This design comes from an exercise in tuning for small area, a short achievable clock period and few clock cycles on the open sky130 flow, not from production work. RTL that was checked went through simulation tests only; none was proved equivalent to the original. Power and IR drop assume default switching activity.

## ram_sdp_init
module ram_sdp_init #(
  parameter int          DATA_W = 8,
  parameter int          ADDR_W = 8,
  parameter int unsigned FILL   = 0
) (
  input  logic              clk,
  input  logic              rst_n,
  input  logic              init_req,
  output logic              ready,
  input  logic              we,
  input  logic [ADDR_W-1:0] w_addr,
  input  logic [DATA_W-1:0] w_data,
  input  logic              re,
  input  logic [ADDR_W-1:0] r_addr,
  output logic [DATA_W-1:0] r_data,
  output logic              r_valid
);
Settings: LEC_CHECK=0, ABC_AREA=1, CAP_MARGIN=20, CORE_MARGIN=2, CORE_UTILIZATION=55, CTS_BUF_LIST=sky130_fd_sc_hd__clkbuf_16, CTS_CLUSTER_DIAMETER=100, CTS_CLUSTER_SIZE=28, GPL_ROUTABILITY_DRIVEN=0, SETUP_SLACK_MARGIN=2.5, SLEW_MARGIN=20; clock period 5.0 ns.
run.sh (not shown) runs the stock make flow with config.mk's settings and CLKGATE_MAP_FILE= SYNTH_SCRIPT=/design/flow/synth_recipe.tcl, a recipe that flattens the netlist after the stock synthesis.
The starting point finished clean.
Testbench counts at the start, summed over its fixed seeds: cycles 32,784.
Next try:
CORE_UTILIZATION = 50   (was 55)
GPL_ROUTABILITY_DRIVEN = unset   (was 0)
What happened: The new run passed the timing, DRC and antenna checks. Sequential share of layout area came out lower by 0.46 points. Worst hold slack gets worse by 0.0031 ns. Clock-buffer cell count came out higher by 3. Total power goes up by 0.34%. Die area increases by about 10%. Routed wire length increases by about 2.2%. First-iteration DRC count stays flat.
Next try:
CORE_UTILIZATION = 55   (was 50)
PLACE_DENSITY = 0.7   (was unset)
Routed wire length went down slightly; worst hold slack is better by 0.016 ns; utilization goes up by 6.1 points; power fell slightly; combinational power climbs by a few percent; clock-buffer cell count decreases by 2.
Next try:
CAP_MARGIN = 0   (was 20)
PLACE_DENSITY = unset   (was 0.7)
SLEW_MARGIN = 0   (was 20)
The changed run completed without violations.
Routed wire length shrinks by about 2.3%.
Final area shrinks by 1.3%.
Sequential share of layout area grows by 0.85 points.
Next try:
CAP_MARGIN = 20   (was 0)
CORE_UTILIZATION = 40   (was 55)
CTS_CLUSTER_DIAMETER = 60   (was 100)
CTS_CLUSTER_SIZE = 50   (was 28)
SLEW_MARGIN = 20   (was 0)
The changed run finished clean.
Routed wire length grows by about 4.4%.
Clock power rises by about 47%.
Die area is higher by 37%.
First-iteration DRC count grows by about 7.5%.
Flip-flop and latch count stays the same.
Cell count rises by about 9%.
Sequential power hardly moves.
Global-route usage shrinks by 7.8 points.
Design area rose by about 3.2%.
Worst setup slack got worse by 0.0031 ns.
Next try:
CORE_UTILIZATION = 55   (was 40)
CTS_CLUSTER_DIAMETER = 100   (was 60)
CTS_CLUSTER_SIZE = 28   (was 50)
=> Worst setup slack degrades by 0.012 ns; final cell count falls by about 9%; design area drops by 3.5%; power went down by about 12%; clock skew goes up by 0.0060 ns; routed wire length went down by 4.8%.

========
== run A ==
ram_sdp_init, a different RTL version from the one above (not shown whole).
Size: about 7000 cells after synthesis, roughly 2100 flip-flops, about 39 I/O pins.
clock: 5.0 ns
lec_check: 0
abc_area: 1
cap_margin: 20
core_margin: 2
core_utilization: 40
cts_buf_list: sky130_fd_sc_hd__clkbuf_16
cts_cluster_diameter: 60
cts_cluster_size: 50
setup_slack_margin: 2.3
slew_margin: 20
Testbench counts of run A, summed over its fixed seeds: cycles 32,784.
### run A -> run B
diff --git a/flow/config.mk b/flow/config.mk
--- a/flow/config.mk
+++ b/flow/config.mk
@@ -10,7 +10,7 @@
 export CORE_MARGIN = 2
-export CORE_UTILIZATION = 40
+export CORE_UTILIZATION = 62
 export CTS_BUF_LIST = sky130_fd_sc_hd__clkbuf_16
-export CTS_CLUSTER_DIAMETER = 60
-export CTS_CLUSTER_SIZE = 50
-export SETUP_SLACK_MARGIN = 2.3
+export CTS_CLUSTER_DIAMETER = 90
+export CTS_CLUSTER_SIZE = 24
+export SETUP_SLACK_MARGIN = 2.5
 export SLEW_MARGIN = 20
==> comparison <==
- Comparing run A with run B, the synthesized area came out essentially unchanged.
- Looking at launch point of the worst path, the w_addr[7] result is from run A; the r_addr[1] one comes from run B.
- Run B vs. run A: effective utilization at floorplan went up by 22 points.
- Between run B and run A, the post-detailed-route count of antenna-violating nets does not differ in any meaningful way.
- Power spent charging and discharging nets improves in run B relative to run A.
- Run B: total design power lower than run A
- Between run B and run A, it is run B whose clock skew is higher, by 19 ps.
Inputs modified between run B and run C:
diff --git a/flow/config.mk b/flow/config.mk
--- a/flow/config.mk
+++ b/flow/config.mk
@@ -10,3 +10,3 @@
 export CORE_MARGIN = 2
-export CORE_UTILIZATION = 62
+export CORE_UTILIZATION = 55
 export CTS_BUF_LIST = sky130_fd_sc_hd__clkbuf_16
==> summary.txt <==
- The higher non-clock inverter total of the final layout came out of run B.
- Critical path depth ended up 1 higher on run C than on run B.
- Both conditions hold for run B: the flow ran to the end and the final layout passed the timing, DRC and antenna checks.
- Run C ran to completion and came out clean on the timing, DRC and antenna checks.
- The core of run C is less densely filled than that of run B.
- Post-detailed-placement half-perimeter wirelength: higher on run C
- Looking at cell count, run C sits 1.6% above run B.
- Re arrival time at the worst endpoint: run C is 40 ps down on run B.
- Compare run C and run B | fmax higher: run C
> inputs changed (run C -> run D)
diff --git a/flow/config.mk b/flow/config.mk
--- a/flow/config.mk
+++ b/flow/config.mk
@@ -10,6 +10,6 @@
 export CORE_MARGIN = 2
-export CORE_UTILIZATION = 55
+export CORE_UTILIZATION = 40
 export CTS_BUF_LIST = sky130_fd_sc_hd__clkbuf_16
-export CTS_CLUSTER_DIAMETER = 90
-export CTS_CLUSTER_SIZE = 24
+export CTS_CLUSTER_DIAMETER = 60
+export CTS_CLUSTER_SIZE = 50
 export SETUP_SLACK_MARGIN = 2.5
[summary]
- | portion of the layout cell area used by clock cells | higher: run D |
- A category of the critical setup timing path of flop to primary output is what run D shows, while primary input to flop belongs to run C.
- Detailed route, run D vs run C: via total higher for run D
- The final layouts of run C and run D pass the timing, DRC and antenna checks.
- Compared with run C, in run D achievable frequency -about 1.7%, worst ir drop on vdd -about 8%.

========
Another version of the RTL of ram_sdp_init (not shown whole).
For scale: ~7,100 cells after synthesis, ~2,100 flip-flops, about 0.082 mm^2 of cells after synthesis.
Design ram_sdp_init, start of the top module:
module ram_sdp_init #(
  parameter int          DATA_W = 8,
  parameter int          ADDR_W = 8,
  parameter int unsigned FILL   = 0
) (
  input  logic              clk,
  input  logic              rst_n,
  input  logic              init_req,
  output logic              ready,
  input  logic              we,
  input  logic [ADDR_W-1:0] w_addr,
  input  logic [DATA_W-1:0] w_data,
  input  logic              re,
  input  logic [ADDR_W-1:0] r_addr,
  output logic [DATA_W-1:0] r_data,
  output logic              r_valid
);
Settings: LEC_CHECK=0, ABC_AREA=1, CAP_MARGIN=20, CORE_MARGIN=2, CORE_UTILIZATION=65, SETUP_SLACK_MARGIN=2.5, SLEW_MARGIN=20; clock period 5.0 ns.
The starting point completed without violations.
==> next run, changes <==
- ABC_AREA: 1 -> not set
- CORE_UTILIZATION: 65 -> 40
- SETUP_SLACK_MARGIN: 2.5 -> not set
Effect:
- The new run ran to the end with violations: setup timing
- final area decreases by 1.2%
- worst setup slack got worse by 2.3 ns
- non-clock buffer count increases by 405
- global-route usage increases by 1.6 points
- final cell count decreases by 9.3%
- core utilization decreases by 31 points
- first-iteration DRC count increases by 13%
- clock skew increases by 0.036 ns
- flip-flop and latch count is unchanged
- total power increases by 12%
No run of this note included a check of the RTL's function; only the layout flow was run.

========
The RTL this note starts from:
==> flow/design.v <==
`default_nettype none
module ram_sdp_init #(
  parameter int          DATA_W = 8,
  parameter int          ADDR_W = 8,
  parameter int unsigned FILL   = 0
) (
  input  logic              clk,
  input  logic              rst_n,
  input  logic              init_req,
  output logic              ready,
  input  logic              we,
  input  logic [ADDR_W-1:0] w_addr,
  input  logic [DATA_W-1:0] w_data,
  input  logic              re,
  input  logic [ADDR_W-1:0] r_addr,
  output logic [DATA_W-1:0] r_data,
  output logic              r_valid
);
  localparam int                c_depth = 2 ** ADDR_W;
  localparam logic [DATA_W-1:0] c_fill  = DATA_W'(FILL);
  logic                r_ready;
  logic                w_clr;
  logic [DATA_W-1:0]   w_wdata;
  logic [DATA_W-1:0]   r_mem [c_depth];
  assign w_clr   = !r_ready || init_req;
  assign w_wdata = w_clr ? c_fill : w_data;
  assign ready   = r_ready;
  always_ff @(posedge clk or negedge rst_n) begin
    if (!rst_n) begin
      r_ready <= 1'b0;
      r_valid <= 1'b0;
    end else begin
      r_ready <= 1'b1;
      r_valid <= r_ready && !init_req && re;
    end
  end
  for (genvar i = 0; i < c_depth; i++) begin : g_word
    always_ff @(posedge clk) begin
      if (w_clr || (we && (w_addr == ADDR_W'(i)))) begin
        r_mem[i] <= w_wdata;
      end
    end
  end
  localparam int c_half = c_depth / 2;
  logic                w_collide;
  logic                w_top;
  logic [DATA_W-1:0]   w_rd_lo;
  logic [DATA_W-1:0]   w_rd_hi;
  logic [DATA_W-1:0]   r_rd_lo;
  logic [DATA_W-1:0]   r_rd_hi;
  assign w_collide = we && (w_addr == r_addr);
  assign w_top     = r_addr[ADDR_W-1];
  assign w_rd_lo   = w_collide ? w_data : r_mem[{1'b0, r_addr[ADDR_W-2:0]}];
  assign w_rd_hi   = w_collide ? w_data : r_mem[{1'b1, r_addr[ADDR_W-2:0]}];
  always_ff @(posedge clk) begin
    r_rd_lo <= w_top ? '0 : w_rd_lo;
    r_rd_hi <= w_top ? w_rd_hi : '0;
  end
  assign r_data = r_rd_lo | r_rd_hi;
endmodule
`default_nettype wire
clock: 5.0 ns
lec_check: 0
abc_area: 1
cap_margin: 20
core_margin: 2
core_utilization: 40
cts_buf_list: sky130_fd_sc_hd__clkbuf_16
cts_cluster_diameter: 60
cts_cluster_size: 50
setup_slack_margin: 2.5
slew_margin: 20
tns_end_percent: 10
Testbench counts at the start, summed over its fixed seeds: cycles 32,784.
==> next run, changes <==
Settings changed: PLACE_DENSITY set to 0.75, TNS_END_PERCENT 10 to not set.
After rerunning: Cell area drops by 0.52%. Setup slack gets better by 0.054 ns. Routed wire length shrinks by 5.8%. Combinational power barely changes. Hold slack improves by 0.027 ns. Sequential cell count does not change.
==> next run, changes <==
Settings changed: PLACE_DENSITY 0.75 to 0.9.
Global-route usage goes up by 0.56 points.
Power grows by 1.0%.
Sequential share of layout area hardly moves.
Non-clock buffer count went down by 12.
Clock skew is higher by 0.051 ns.
Worst hold slack is worse by 0.064 ns.
Fmax rises by 1.0%.
Via count climbs by 5.0%.
Utilization is about the same.
==> next run, changes <==
Settings changed: CTS_CLUSTER_DIAMETER 60 to 90, CTS_CLUSTER_SIZE 50 to 24, PLACE_DENSITY 0.9 to not set.
Result: Setup slack loses 0.0061 ns. Worst hold slack is better by 0.078 ns. Synthesized area stays the same. Clock skew shrinks by 0.060 ns.
==> next run, changes <==
Settings changed: CTS_BUF_LIST sky130_fd_sc_hd__clkbuf_16 to not set, CTS_CLUSTER_DIAMETER 90 to not set, CTS_CLUSTER_SIZE 24 to not set.
Final cell count goes up by 2.4%.
Routed wire length goes up by 1.2%.
Non-clock buffer count goes up by 3.
==> next run, changes <==
Settings changed: CTS_BUF_LIST set to sky130_fd_sc_hd__clkbuf_16, CTS_CLUSTER_DIAMETER set to 60, CTS_CLUSTER_SIZE set to 50, SETUP_SLACK_MARGIN 2.5 to 3.0.
Effect: Fmax rises by 0.59%; final cell count rises by 1.3%; sequential power is about the same; total power falls by 5.3%; clock-buffer cell count falls by 111.

-- static timing again, ports no longer ideal --
The results above use ideal ports. As a check the final layouts listed here were re-extracted and re-timed, cells and wires unchanged.
Step 1 (the two cells are an assumption about what drives the block):
set clk [get_ports {clk}]
set_driving_cell -lib_cell sky130_fd_sc_hd__clkbuf_16 $clk
set_driving_cell -lib_cell sky130_fd_sc_hd__buf_2 [delete_from_list [all_inputs] $clk]
Step 2 moves the port delays by t, midway between the first and last clock arrival at a register: inputs arrive t later, outputs are due t later. That takes back most of the time a late clock gives input paths.
Three values: no drivers, after step 1, after step 2; two values: the first two.
run | t (ns) | setup WS [ns] | worst data-port slew with drivers (ns)
the first run of note 1 | 0.823 | 2.316 / 2.370 / 1.568 | 0.14
the second run of note 1 | 0.832 | 2.406 / 2.342 / 1.510 | 0.22
the third run of note 1 | 0.809 | 2.376 / 2.354 / 1.545 | 0.12
the fourth run of note 1 | 0.818 | 2.444 / 2.359 / 1.647 | 0.16
the fifth run of note 1 | 0.893 | 2.441 / 2.327 / 1.434 | 0.26
the sixth run of note 1 | 0.821 | 2.429 / 2.345 / 1.608 | 0.15
run A | 0.922 | 2.206 / 2.177 / 1.255 | 0.25
run B | 0.836 | 2.397 / 2.324 / 1.498 | 0.19
run C | 0.832 | 2.440 / 2.366 / 1.621 | 0.10
run D | 0.921 | 2.395 / 2.300 / 1.420 | 0.26
the first run of note 3 | 0.950 | 2.188 / 2.187 / 1.237 | 0.43
the second run of note 3 | 0.994 | -0.112 / -0.058 / -1.052 | 0.04
the first run of note 4 | 0.923 | 2.304 / 2.217 / 1.294 | 0.26
the second run of note 4 | 0.892 | 2.359 / 2.264 / 1.417 | 0.20
the third run of note 4 | 0.898 | 2.385 / 2.328 / 1.429 | 0.17
the fourth run of note 4 | 0.871 | 2.379 / 2.332 / 1.463 | 0.25
the fifth run of note 4 | 0.953 | 2.367 / 2.285 / 1.413 | 0.25
the sixth run of note 4 | 0.928 | 2.382 / 2.287 / 1.623 | 0.28
The setup slack of the first run of note 4, which loses most, moves by -0.087 ns with the drivers and by -1.010 ns with both steps.
